What follows belongs to an exercise in optimizing a design on an open flow for small area and few clock cycles per item; a production flow would make more cautious choices. No functional check of the RTL was part of any run shown here.

## flow/design.v (module list and top-level ports; edited modules follow where they fit)
// module fp_mult_pipe: 1377 lines
module fp_mult_pipe #(
   parameter int EXP_W = 8,
   parameter int MAN_W = 23
) (
   input  logic                 clk,
   input  logic                 rst_n,
   input  logic                 in_valid,
   output logic                 in_ready,
   input  logic [EXP_W+MAN_W:0] x,
   input  logic [EXP_W+MAN_W:0] y,
   output logic                 out_valid,
   input  logic                 out_ready,
   output logic [EXP_W+MAN_W:0] result
   ,
   output logic [3:0]           flags
);
  // ...
==> flow/flow/run.sh <==
#!/bin/bash
# Layout flow: the standard ORFS flow (standard.sh) with three changes:
#  - synthesis skips Yosys's generic `abc -fast` pass (synth -noabc), so the full
#    adders written in the RTL reach extract_fa as written;
#  - the final ABC technology mapping uses flow/abc.script (area recovery under a
#    delay target, then gate sizing) instead of ORFS's abc_speed.script;
#  - every port is buffered by a buf_2 instead of the default clkdlybuf4s50_1.
set -euo pipefail
cd "$(dirname "$0")/.."
W=$(pwd)
export FLOW_SYNTH_TCL=$W/synth_recipe.tcl
export FLOW_ABC_SCRIPT=$W/flow/abc.script
export BUFFER_PORTS_ARGS="-buffer_cell sky130_fd_sc_hd__buf_2"
bash standard.sh synth SYNTH_ARGS=-noabc SYNTH_SCRIPT=$W/flow/synth.tcl > synth.log 2>&1
bash standard.sh finish SYNTH_ARGS=-noabc SYNTH_SCRIPT=$W/flow/synth.tcl > layout.log 2>&1
==> flow/flow/abc.script <==
strash
ifraig
dch -f
map -D 5500
topo
stime -c
buffer -c
upsize -c -D 5500
dnsize -c -D 5500
==> flow/flow/synth.tcl <==
# The standard flow's synthesis script (synth_recipe.tcl, sourced below unchanged), with the
# technology-mapping ABC run given our own script (flow/abc.script) in place of
# ORFS's abc_speed.script.  Only the combinational mapping changes; registers are
# mapped before ABC runs and keep their standard-synthesis names and cells.
proc abc {args} {
  set i [lsearch -exact $args -script]
  if { $i >= 0 } {
    lset args [expr {$i + 1}] $::env(FLOW_ABC_SCRIPT)
    puts "flow/synth.tcl: abc -script $::env(FLOW_ABC_SCRIPT)"
  }
  yosys abc {*}$args
}
source $::env(FLOW_SYNTH_TCL)
==> flow/standard.sh <==
#!/bin/bash
# synth_recipe.tcl (not shown) runs the flow's synth.tcl, then flattens the netlist and writes it again
# the make line also repeats each setting of config.mk as NAME=value (left out here)
make -C /OpenROAD-flow-scripts/flow DESIGN_CONFIG=/design/flow/config.mk WORK_HOME=/design/flow/orfs CLKGATE_MAP_FILE= SYNTH_SCRIPT=/design/flow/synth_recipe.tcl "${@:-finish}"
==> flow/config.mk <==
export PLATFORM = sky130hd
export DESIGN_NAME = fp_mult_pipe
export DESIGN_NICKNAME = fp_mult_pipe
export VERILOG_FILES = /design/flow/design.v
export SDC_FILE = /design/flow/constraint.sdc
export NUM_CORES = 4
export LEC_CHECK = 0
export CAP_MARGIN = 20
export CORE_MARGIN = 2
export CORE_UTILIZATION = 40
export CTS_BUF_LIST = sky130_fd_sc_hd__clkbuf_8
export GPL_TIMING_DRIVEN = 0
export SLEW_MARGIN = 20
==> flow/constraint.sdc <==
create_clock -name core_clock -period 7.5 [get_ports {clk}]
set_input_delay 1.5000 -clock core_clock [delete_from_list [all_inputs] [get_ports {clk}]]
set_output_delay 1.5000 -clock core_clock [all_outputs]
set_load 0.01 [all_outputs]
==> run notes, run 1 <==
status=no timing/DRC/antenna violations; routed len/inst=about 23 um; drt pass-1 iters=5; Worst-path clk slew=0.08 ns; capturing point of the worst reg2reg path=ph_q[10]; Finished Layout Cells=about 2600; Seq cells=between 40 and 50; met3 wire length=between 4000 and 5000 um; reg2reg path depth=2; Placement Setup Slack=-1.417 ns; Final Hold Vio Count=0; Via Count=15380; largest buffer count on any clock path=2; CP Class=input pin to flop; TritonCTS clock tree=done; Crit Path Max Fanout=10; post-cts sizing count=55; combinational family with the most area after synthesis=adder cells; Worst Hold Class=flop to flop; WP data required=roughly 7.6 ns; GR Util met3=~4.7%; busiest metal layer after global routing=met2; clk_skew=slightly below 0.009 ns; Reg2Reg Launch Point=v_q; Logic inverters=~230; ANT cells=0; cell mode on critical path=fa_1; Biggest register=ph_q; multi-input logic cell count=~1600; Filler Cells Inserted=just over 4000; maxcap violations=0; Netlist cell types=47; setup TNS=0 ns; largest net degree at the start of global routing=34; Post-Syn Area=about 17000 um2; Yosys Warn Count=1; total CTS buffers=5; Async SR Flop Fraction=under 10%; Multi-input gate area=roughly 14000 um2
==> run 2: changes to the inputs <==
--- a/flow/design.v
+++ b/flow/design.v
@@ -1253,17 +1253,287 @@
    wire s1175 = c1002 ^ s1085 ^ c1084;
    wire c1176 = (c1002 & s1085) | ((c1002 ^ s1085) & c1084);
    wire s1177 = 1'b1 ^ s1087 ^ c1086;
    wire c1178 = (1'b1 & s1087) | ((1'b1 ^ s1087) & c1086);
    wire s1179 = pp588 ^ 1'b1 ^ c1088;
    wire c1180 = (pp588 & 1'b1) | ((pp588 ^ 1'b1) & c1088);
    wire [47:0] pa = {s1179, s1177, s1175, s1173, s1171, s1169, s1167, s1165, s1163, s1161, s1159, s1157, s1155, s1153, s1151, s1149, s1147, s1145, s1143, s1141, s1139, s1137, s1135, s1133, s1131, s1129, s1127, s1125, s1123, s1121, s1119, s1117, s1115, s1113, s1111, s1109, s1107, s1105, s1103, s1101, s1099, s1097, s1095, s1093, s1091, bn1, pp25, pp24};
    wire [47:0] pb = {c1178, c1176, c1174, c1172, c1170, c1168, c1166, c1164, c1162, c1160, c1158, c1156, c1154, c1152, c1150, c1148, c1146, c1144, c1142, c1140, c1138, c1136, c1134, c1132, c1130, c1128, c1126, c1124, c1122, c1120, c1118, c1116, c1114, c1112, c1110, c1108, c1106, c1104, c1102, c1100, c1098, c1096, c1094, c1092, c1090, s1089, 1'b0, bn0};
-   assign p = pa + pb;
+   wire cg0 = pa[0] & pb[0];
+   wire cp0 = pa[0] ^ pb[0];
+   wire cg1 = pa[1] & pb[1];
+   wire cp1 = pa[1] ^ pb[1];
+   wire cg2 = pa[2] & pb[2];
+   wire cp2 = pa[2] ^ pb[2];
+   wire cg3 = pa[3] & pb[3];
+   wire cp3 = pa[3] ^ pb[3];
+   wire cg4 = pa[4] & pb[4];
+   wire cp4 = pa[4] ^ pb[4];
+   wire cg5 = pa[5] & pb[5];
+   wire cp5 = pa[5] ^ pb[5];
+   wire cg6 = pa[6] & pb[6];
+   wire cp6 = pa[6] ^ pb[6];
+   wire cg7 = pa[7] & pb[7];
+   wire cp7 = pa[7] ^ pb[7];
+   wire cg8 = pa[8] & pb[8];
+   wire cp8 = pa[8] ^ pb[8];
+   wire cg9 = pa[9] & pb[9];
+   wire cp9 = pa[9] ^ pb[9];
+   wire cg10 = pa[10] & pb[10];
+   wire cp10 = pa[10] ^ pb[10];
+   wire cg11 = pa[11] & pb[11];
+   wire cp11 = pa[11] ^ pb[11];
+   wire cg12 = pa[12] & pb[12];
+   wire cp12 = pa[12] ^ pb[12];
+   wire cg13 = pa[13] & pb[13];
+   wire cp13 = pa[13] ^ pb[13];
+   wire cg14 = pa[14] & pb[14];
+   wire cp14 = pa[14] ^ pb[14];
+   wire cg15 = pa[15] & pb[15];
+   wire cp15 = pa[15] ^ pb[15];
+   wire cg16 = pa[16] & pb[16];
+   wire cp16 = pa[16] ^ pb[16];
+   wire cg17 = pa[17] & pb[17];
+   wire cp17 = pa[17] ^ pb[17];
+   wire cg18 = pa[18] & pb[18];
+   wire cp18 = pa[18] ^ pb[18];
+   wire cg19 = pa[19] & pb[19];
+   wire cp19 = pa[19] ^ pb[19];
+   wire cg20 = pa[20] & pb[20];
+   wire cp20 = pa[20] ^ pb[20];
+   wire cg21 = pa[21] & pb[21];
+   wire cp21 = pa[21] ^ pb[21];
+   wire cg22 = pa[22] & pb[22];
+   wire cp22 = pa[22] ^ pb[22];
+   wire cg23 = pa[23] & pb[23];
+   wire cp23 = pa[23] ^ pb[23];
+   wire cg24 = pa[24] & pb[24];
+   wire cp24 = pa[24] ^ pb[24];
+   wire cg25 = pa[25] & pb[25];
+   wire cp25 = pa[25] ^ pb[25];
+   wire cg26 = pa[26] & pb[26];
+   wire cp26 = pa[26] ^ pb[26];
+   wire cg27 = pa[27] & pb[27];
+   wire cp27 = pa[27] ^ pb[27];
+   wire cg28 = pa[28] & pb[28];
+   wire cp28 = pa[28] ^ pb[28];
+   wire cg29 = pa[29] & pb[29];
+   wire cp29 = pa[29] ^ pb[29];
+   wire cg30 = pa[30] & pb[30];
+   wire cp30 = pa[30] ^ pb[30];
+   wire cg31 = pa[31] & pb[31];
+   wire cp31 = pa[31] ^ pb[31];
+   wire cg32 = pa[32] & pb[32];
+   wire cp32 = pa[32] ^ pb[32];
+   wire cg33 = pa[33] & pb[33];
+   wire cp33 = pa[33] ^ pb[33];
+   wire cg34 = pa[34] & pb[34];
+   wire cp34 = pa[34] ^ pb[34];
+   wire cg35 = pa[35] & pb[35];
+   wire cp35 = pa[35] ^ pb[35];
+   wire cg36 = pa[36] & pb[36];
+   wire cp36 = pa[36] ^ pb[36];
+   wire cg37 = pa[37] & pb[37];
+   wire cp37 = pa[37] ^ pb[37];
+   wire cg38 = pa[38] & pb[38];
+   wire cp38 = pa[38] ^ pb[38];
+   wire cg39 = pa[39] & pb[39];
+   wire cp39 = pa[39] ^ pb[39];
+   wire cg40 = pa[40] & pb[40];
+   wire cp40 = pa[40] ^ pb[40];
+   wire cg41 = pa[41] & pb[41];
+   wire cp41 = pa[41] ^ pb[41];
+   wire cg42 = pa[42] & pb[42];
+   wire cp42 = pa[42] ^ pb[42];
+   wire cg43 = pa[43] & pb[43];
+   wire cp43 = pa[43] ^ pb[43];
+   wire cg44 = pa[44] & pb[44];
+   wire cp44 = pa[44] ^ pb[44];
+   wire cg45 = pa[45] & pb[45];
+   wire cp45 = pa[45] ^ pb[45];
+   wire cg46 = pa[46] & pb[46];
+   wire cp46 = pa[46] ^ pb[46];
+   wire cg47 = pa[47] & pb[47];
+   wire cp47 = pa[47] ^ pb[47];
+   wire gg1 = cg21 | (cp21 & cg20);
+   wire gp2 = cp21 & cp20;
+   wire gg3 = gg1 | (gp2 & cg19);
+   wire gp4 = gp2 & cp19;
+   wire gg5 = cg18 | (cp18 & cg17);
+   wire gp6 = cp18 & cp17;
+   wire gg7 = gg5 | (gp6 & cg16);
+   wire gp8 = gp6 & cp16;
+   wire gg9 = gg3 | (gp4 & gg7);
+   wire gp10 = gp4 & gp8;
+   wire gg11 = cg15 | (cp15 & cg14);
+   wire gp12 = cp15 & cp14;
+   wire gg13 = gg11 | (gp12 & cg13);
+   wire gp14 = gp12 & cp13;
+   wire gg15 = cg12 | (cp12 & cg11);
+   wire gp16 = cp12 & cp11;
+   wire gg17 = gg13 | (gp14 & gg15);
+   wire gp18 = gp14 & gp16;
+   wire gg19 = gg9 | (gp10 & gg17);
+   wire gp20 = gp10 & gp18;
+   wire gg21 = cg10 | (cp10 & cg9);
+   wire gp22 = cp10 & cp9;
+   wire gg23 = gg21 | (gp22 & cg8);
+   wire gp24 = gp22 & cp8;
+   wire gg25 = cg7 | (cp7 & cg6);
+   wire gp26 = cp7 & cp6;
+   wire gg27 = gg25 | (gp26 & cg5);
+   wire gp28 = gp26 & cp5;
+   wire gg29 = gg23 | (gp24 & gg27);
+   wire gp30 = gp24 & gp28;
+   wire gg31 = cg4 | (cp4 & cg3);
+   wire gp32 = cp4 & cp3;
+   wire gg33 = gg31 | (gp32 & cg2);
+   wire gp34 = gp32 & cp2;
+   wire gg35 = cg1 | (cp1 & cg0);
+   wire gg36 = gg33 | (gp34 & gg35);
+   wire gg37 = gg29 | (gp30 & gg36);
+   wire gg38 = gg19 | (gp20 & gg37);
+   wire gg39 = cg23 | (cp23 & cg22);
+   wire gp40 = cp23 & cp22;
+   wire gg41 = cg25 | (cp25 & cg24);
+   wire gp42 = cp25 & cp24;
+   wire gg43 = cg27 | (cp27 & cg26);
+   wire gp44 = cp27 & cp26;
+   wire gg45 = cg29 | (cp29 & cg28);
+   wire gp46 = cp29 & cp28;
+   wire gg47 = cg31 | (cp31 & cg30);
+   wire gp48 = cp31 & cp30;
+   wire gg49 = cg33 | (cp33 & cg32);
+   wire gp50 = cp33 & cp32;
+   wire gg51 = cg35 | (cp35 & cg34);
+   wire gp52 = cp35 & cp34;
+   wire gg53 = cg37 | (cp37 & cg36);
+   wire gp54 = cp37 & cp36;
+   wire gg55 = cg39 | (cp39 & cg38);
+   wire gp56 = cp39 & cp38;
+   wire gg57 = cg41 | (cp41 & cg40);
+   wire gp58 = cp41 & cp40;
+   wire gg59 = cg43 | (cp43 & cg42);
+   wire gp60 = cp43 & cp42;
+   wire gg61 = cg45 | (cp45 & cg44);
+   wire gp62 = cp45 & cp44;
+   wire gg63 = gg41 | (gp42 & gg39);
+   wire gp64 = gp42 & gp40;
+   wire gg65 = gg45 | (gp46 & gg43);
+   wire gp66 = gp46 & gp44;
+   wire gg67 = gg49 | (gp50 & gg47);
+   wire gp68 = gp50 & gp48;
+   wire gg69 = gg53 | (gp54 & gg51);
+   wire gp70 = gp54 & gp52;
+   wire gg71 = gg57 | (gp58 & gg55);
+   wire gp72 = gp58 & gp56;
+   wire gg73 = gg61 | (gp62 & gg59);
+   wire gp74 = gp62 & gp60;
+   wire gg75 = gg65 | (gp66 & gg63);
+   wire gp76 = gp66 & gp64;
+   wire gg77 = gg69 | (gp70 & gg67);
+   wire gp78 = gp70 & gp68;
+   wire gg79 = gg73 | (gp74 & gg71);
+   wire gp80 = gp74 & gp72;
+   wire gg81 = gg77 | (gp78 & gg75);
+   wire gp82 = gp78 & gp76;
+   wire gg83 = gg79 | (gp80 & gg81);
+   wire gp84 = gp80 & gp82;
+   wire gg85 = gg67 | (gp68 & gg75);
+   wire gp86 = gp68 & gp76;
+   wire gg87 = gg71 | (gp72 & gg81);
+   wire gp88 = gp72 & gp82;
+   wire gg89 = gg43 | (gp44 & gg63);
+   wire gp90 = gp44 & gp64;
+   wire gg91 = gg47 | (gp48 & gg75);
+   wire gp92 = gp48 & gp76;
+   wire gg93 = gg51 | (gp52 & gg85);
+   wire gp94 = gp52 & gp86;
+   wire gg95 = gg55 | (gp56 & gg81);
+   wire gp96 = gp56 & gp82;
+   wire gg97 = gg59 | (gp60 & gg87);
+   wire gp98 = gp60 & gp88;
+   wire gg99 = cg24 | (cp24 & gg39);
+   wire gp100 = cp24 & gp40;
+   wire gg101 = cg26 | (cp26 & gg63);
+   wire gp102 = cp26 & gp64;
+   wire gg103 = cg28 | (cp28 & gg89);
+   wire gp104 = cp28 & gp90;
+   wire gg105 = cg30 | (cp30 & gg75);
+   wire gp106 = cp30 & gp76;
+   wire gg107 = cg32 | (cp32 & gg91);
+   wire gp108 = cp32 & gp92;
+   wire gg109 = cg34 | (cp34 & gg85);
+   wire gp110 = cp34 & gp86;
+   wire gg111 = cg36 | (cp36 & gg93);
+   wire gp112 = cp36 & gp94;
+   wire gg113 = cg38 | (cp38 & gg81);
+   wire gp114 = cp38 & gp82;
+   wire gg115 = cg40 | (cp40 & gg95);
+   wire gp116 = cp40 & gp96;
+   wire gg117 = cg42 | (cp42 & gg87);
+   wire gp118 = cp42 & gp88;
+   wire gg119 = cg44 | (cp44 & gg97);
+   wire gp120 = cp44 & gp98;
+   wire gg121 = cg46 | (cp46 & gg83);
+   wire gp122 = cp46 & gp84;
+   wire [47:22] psum;
+   assign psum[22] = cp22 ^ gg38;
+   wire cc123 = cg22 | (cp22 & gg38);
+   assign psum[23] = cp23 ^ cc123;
+   wire cc124 = gg39 | (gp40 & gg38);
+   assign psum[24] = cp24 ^ cc124;
+   wire cc125 = gg99 | (gp100 & gg38);
+   assign psum[25] = cp25 ^ cc125;
+   wire cc126 = gg63 | (gp64 & gg38);
+   assign psum[26] = cp26 ^ cc126;
+   wire cc127 = gg101 | (gp102 & gg38);
+   assign psum[27] = cp27 ^ cc127;
+   wire cc128 = gg89 | (gp90 & gg38);
+   assign psum[28] = cp28 ^ cc128;
+   wire cc129 = gg103 | (gp104 & gg38);
+   assign psum[29] = cp29 ^ cc129;
+   wire cc130 = gg75 | (gp76 & gg38);
+   assign psum[30] = cp30 ^ cc130;
+   wire cc131 = gg105 | (gp106 & gg38);
+   assign psum[31] = cp31 ^ cc131;
+   wire cc132 = gg91 | (gp92 & gg38);
+   assign psum[32] = cp32 ^ cc132;
+   wire cc133 = gg107 | (gp108 & gg38);
+   assign psum[33] = cp33 ^ cc133;
+   wire cc134 = gg85 | (gp86 & gg38);
+   assign psum[34] = cp34 ^ cc134;
+   wire cc135 = gg109 | (gp110 & gg38);
+   assign psum[35] = cp35 ^ cc135;
+   wire cc136 = gg93 | (gp94 & gg38);
+   assign psum[36] = cp36 ^ cc136;
+   wire cc137 = gg111 | (gp112 & gg38);
+   assign psum[37] = cp37 ^ cc137;
+   wire cc138 = gg81 | (gp82 & gg38);
+   assign psum[38] = cp38 ^ cc138;
+   wire cc139 = gg113 | (gp114 & gg38);
+   assign psum[39] = cp39 ^ cc139;
+   wire cc140 = gg95 | (gp96 & gg38);
+   assign psum[40] = cp40 ^ cc140;
+   wire cc141 = gg115 | (gp116 & gg38);
+   assign psum[41] = cp41 ^ cc141;
+   wire cc142 = gg87 | (gp88 & gg38);
+   assign psum[42] = cp42 ^ cc142;
+   wire cc143 = gg117 | (gp118 & gg38);
+   assign psum[43] = cp43 ^ cc143;
+   wire cc144 = gg97 | (gp98 & gg38);
+   assign psum[44] = cp44 ^ cc144;
+   wire cc145 = gg119 | (gp120 & gg38);
+   assign psum[45] = cp45 ^ cc145;
+   wire cc146 = gg83 | (gp84 & gg38);
+   assign psum[46] = cp46 ^ cc146;
+   wire cc147 = gg121 | (gp122 & gg38);
+   assign psum[47] = cp47 ^ cc147;
+   assign p = {psum, 22'd0};
    localparam int LO = MAN_W - 1;
    logic [LO-1:0] orx, ory;
    logic          st_d;
    always_comb begin
       orx[0] = mx[0];
       ory[0] = my[0];
       for (int i = 1; i < LO; i++) begin
          orx[i] = orx[i-1] | mx[i];
@@ -1327,27 +1597,20 @@
    always_comb begin
       ones[0] = 1'b1;
       for (int i = 1; i < SW; i++)
          ones[i] = ones[i-1] & man_n[i-1];
    end
    assign frac = man_n[MAN_W-1:0] ^ ({MAN_W{rnd}} & ones[MAN_W-1:0]);
    assign cry  = rnd & ones[SW-1] & man_n[SW-1];
    logic [XW-1:0] e_s;
-   logic [2:0]    ovf_k, unf_k;
    assign e_s = {1'b0, e_q} + XW'(msb) + XW'(cry);
    assign e_o = e_s[EXP_W-1:0] - BIAS[EXP_W-1:0];
-   always_comb begin
-      for (int k = 0; k < 3; k++) begin
-         ovf_k[k] = ({1'b0, e_q} + XW'(k)) >= EMAX + BIAS;
-         unf_k[k] = ({1'b0, e_q} + XW'(k)) <= BIAS;
-      end
-   end
-   assign ovf = (msb & cry) ? ovf_k[2] : (msb | cry) ? ovf_k[1] : ovf_k[0];
-   assign unf = (msb & cry) ? unf_k[2] : (msb | cry) ? unf_k[1] : unf_k[0];
+   assign ovf = (e_s >= EMAX + BIAS);
+   assign unf = (e_s <= BIAS);
    logic [W-1:0] r_d;
    logic [3:0]   f_d;
    always_comb begin
       r_d = {s_q, e_o, frac};
       f_d = {3'b000, inx};
       case (sc_q)
          2'b11: begin
             r_d = QNAN;
==> run notes, run 2 <==
most frequent cells in the layout=xor2_1 (262), fa_1 (255), o22ai_1 (238), inv_1 (163), nand2_1 (130) (was xor2_1 (276), fa_1 (258), o22ai_1 (246), inv_1 (211), nand2_1 (160)); Main synth FF type=edfxtp_1 (unchanged); Crit Path Max Fanout=10 (unchanged); max_slew headroom=23.28% (was 28.77%); vias per cell=5.720 (was 5.858); Hold Crit Start=v_q (unchanged); Netlist cell types=40 (was 47); grt ovf=0 (unchanged); synth cell count leaders=xor2_1 (272), fa_1 (259), o22ai_1 (245) (was xor2_1 (276), fa_1 (258), o22ai_1 (246)); ratio of cells with drive above 1 in the final layout=19.88% (was 10.27%); syn_nets=2213 (was 2418); most common cell after layout, fill and taps aside=xor2_1 (unchanged); Largest register FFs=26 (unchanged); Hold Crit Endpoint=v_q (unchanged); Synth Register Bits=41 (unchanged); Yosys Warn Count=1 (unchanged); Avg Inst Size Synth=8.811 um2 (was 8.397 um2); RSZ-0062 raised after global routing=yes; largest buffer count on any clock path=2 (unchanged); core footprint=38650 um2 (was 40920 um2); final core utilization=47.61% (was 44.72%); Top Registers=ph_q (26), e_q (9), sc_q (2) (unchanged); Biggest register=ph_q (unchanged); Slew Viols, Final=0 (unchanged); # setup viols final=0 (unchanged); Tot GR Track Use=26.87% (was 27.74%); Via Count=14100 (was 15380); status=no timing/DRC/antenna violations (unchanged); final worst slack=0.2680 ns (was 0.1243 ns); period utilisation layout=96.43% (was 98.34%); CTS Sinks=41 (unchanged); CP Class=input pin to flop (unchanged); Rows=72 (was 74); area delta synth->final=17.58% (was 10.18%); port buffer count=104 (unchanged); TritonCTS clock tree=done (unchanged); CTS Hold Bufs=0 (unchanged); I/O pin cnt=106 (unchanged); R2R setup slack=6.17 ns (was 6.29 ns); Post-Syn Area=15650 um2 (was 16610 um2); initial antenna violation count=0 (unchanged); ANT cells=0 (unchanged); Worst Hold Class=flop to flop (unchanged); largest net degree at the start of global routing=24 (was 34); most area-hungry cell type in the Yosys netlist=fa_1 (unchanged); Vert. Die Dim=201.8 um (was 207.8 um); Critical Path Source Type=input pin (unchanged); fmax=0.1383 GHz (was 0.1356 GHz); die area=40720 um2 (was 43170 um2); first-pass GRT wire length=83430 um (was 92730 um); Async SR Flop Fraction=2.439% (unchanged); sequential element share of the synthesized area=7.836% (was 7.382%); Area contributors post-synth=fa_1 (33%), xor2_1 (15%), o22ai_1 (9.8%), ha_1 (8.8%), edfxtp_1 (7.7%) (was fa_1 (31%), xor2_1 (15%), o22ai_1 (9.3%), ha_1 (8.6%), edfxtp_1 (7.2%)); number of remaining DRC errors=0 (unchanged); Worst EP arrival=7.28 ns (was 7.51 ns); H-tree Lvls=2 (unchanged); WP data required=7.54 ns (was 7.63 ns); total CTS buffers=5 (unchanged); count leader, synth=xor2_1 (unchanged); Mapped Cells=1776 (was 1978); post-synth top area share=33.14% (was 31.10%); Initial Utilization=40.49% (was 40.59%); Fin Hold WS=0.8832 ns (was 0.6909 ns); clk_skew=0.01043 ns (was 0.008783 ns); worst-margin pin slew=1.151 ns (was 1.069 ns); drt pass-1 iters=6 (was 5); Final Hold Vio Count=0 (unchanged); Tmin final=7.232 ns (was 7.376 ns); GP Congestion=0.9923 (was 0.9954); EDFF count, synth=40 (unchanged); width of the die=201.8 um (was 207.8 um); reg2reg path depth=2 (unchanged); routed len/inst=22.32 um (was 23.12 um); nets@finish=2383 (was 2532); capturing point of the worst reg2reg path=ph_q[5] (was ph_q[10]); maxcap violations=0 (unchanged); setup TNS=0 ns (unchanged); Worst-path clk slew=0.07 ns (was 0.08 ns); post-route ant nets=0 (unchanged); CP endpoint kind=flop (unchanged); vias in the first global route=14340 (was 15510); clock insertion delay at the later pin of the skew report=0.30 ns (was 0.31 ns); Reg2Reg Launch Point=v_q (unchanged); hold depth=2 (unchanged); Final HPWL DP=46210 um (was 51800 um); total wire length=55010 um (was 60680 um); Placement Setup Slack=-1.341 ns (was -1.417 ns); Filler Cells Inserted=3697 (was 4156); root cell of the clock tree=clkbuf_8 (unchanged); Iter 0 DRT Violations=1257 (was 1428)
==> run 2: how the worst max path moves through the flow <==
stage / to / cells after the start / slack, ns / from
after global routing: result[3] / 52 / -0.09 / ph_q[25]
final: ph_q[23] / 25 / 0.27 / y[1]
after floorplan: ph_q[23] / 25 / 0.02 / y[5]
after CTS: result[17] / 52 / 0.001 / ph_q[25]
after global placement: ph_q[23] / 24 / -1.29 / y[5]
after detailed placement: ph_q[23] / 24 / -1.34 / y[5]
==> run 2: worst max-delay path: stages <==
cell and delay, ns:
buf_2 0.16, ha_1 0.26, nor2_4 0.20, buf_4 0.16
clkbuf_4 0.25, xor2_2 0.18, o22ai_1 0.11, fa_1 0.53
fa_1 0.60, fa_1 0.47, fa_1 0.55, fa_1 0.43
ha_1 0.32, a21oi_1 0.15, a21oi_1 0.09, a211oi_2 0.23
nand2_4 0.16, nand3_1 0.12, nand2_2 0.12, a21oi_4 0.17
o21bai_2 0.09, a21oi_2 0.16, nor2_1 0.06, nor2_1 0.11
xor2_1 0.08
==> run 2: cell type report <==
cell class	instances	area [um2]	share of cell area, %
Multi-Input combinational cell	1436	13940	75.76
Buffer	87	546.8	2.972
Inverter	195	753.2	4.094
Clock inverter	3	65.06	0.3536
Timing Repair Buffer	180	1151	6.256
Sequential cell	41	1226	6.664
Clock buffer	5	68.82	0.3740
Tap cell	518	648.1	3.523
==> run 2: kinds of logic (layout without fill, tap and decap cells) <==
kind of cell / count (synthesis) / in the layout / synth area share, %
AO/OA/AOI/OAI: 411 / 411 / 16.22
flip-flops: 41 / 41 / 7.836
adder cells (fa/ha/maj): 369 / 369 / 41.93
AND/OR/NAND/NOR: 339 / 339 / 9.100
buffers and inverters: 299 / 470 / 7.173
XOR/XNOR: 317 / 317 / 17.74
==> run 2: repair_timing <==
action	4_1_cts	5_1_grt
gates resized for setup	148	171
cloned	2	0
endpoints found under the setup margin	60	47
endpoints found under the hold margin	0	0
pin swaps	22	33
buffers inserted	38	35
==> run 2: layer usage <==
layer	wire length [um]	track usage (%)	part of all wire, %	up-vias
met2	25320	43.72	46	595
met5	0	0	0	-
met1	23290	36.31	42	6987
met3	3978	3.773	7.2	126
li1	-	-	-	6391
met4	2416	10.45	4.4	0
==> run 2: stage by stage <==
stage | instance area [um2] | cells
after global placement | 16830 | 2398
after global routing | 18400 | 2465
after CTS | 17660 | 2432
final | 18400 | 2465
after floorplan | 15660 | 1776
after detailed placement | 16860 | 2399

[re-timing with driven ports]
In the flow no input, the clock included, has a driving cell. The finished layouts below were timed again as built, in two steps.
Step 1 (the two cells are an assumption about what drives the block):
set clk [get_ports {clk}]
set_driving_cell -lib_cell sky130_fd_sc_hd__clkbuf_16 $clk
set_driving_cell -lib_cell sky130_fd_sc_hd__buf_2 [delete_from_list [all_inputs] $clk]
Step 2 adds t to the input delays and takes it off the output delays; t is the mean of the earliest and latest rising clock arrival at the registers after step 1. Input paths then give back, and output paths get back, about the clock's delay inside the block.
a / b / c = no drivers / after step 1 / after step 2; a / b = the first two.
| run | shift t [ns] | slack for setup (ns) | worst hold slack (ns) | latest minus earliest clock arrival (ns) | worst data-port slew with drivers (ns) |
|---|---|---|---|---|---|
| run 1 | 0.339 | 0.124 / 0.133 / -0.205 | 0.691 / 0.691 / 0.691 | 0.010 / 0.011 | 0.04 |
| run 2 | 0.324 | 0.268 / 0.278 / -0.046 | 0.883 / 0.883 / 0.883 | 0.012 / 0.012 | 0.07 |
Met with ideal ports but missed after step 2: setup timing in run 1 and run 2. For run 1, which loses most, drivers alone change the setup slack by +0.009 ns; drivers and shift together by -0.329 ns.
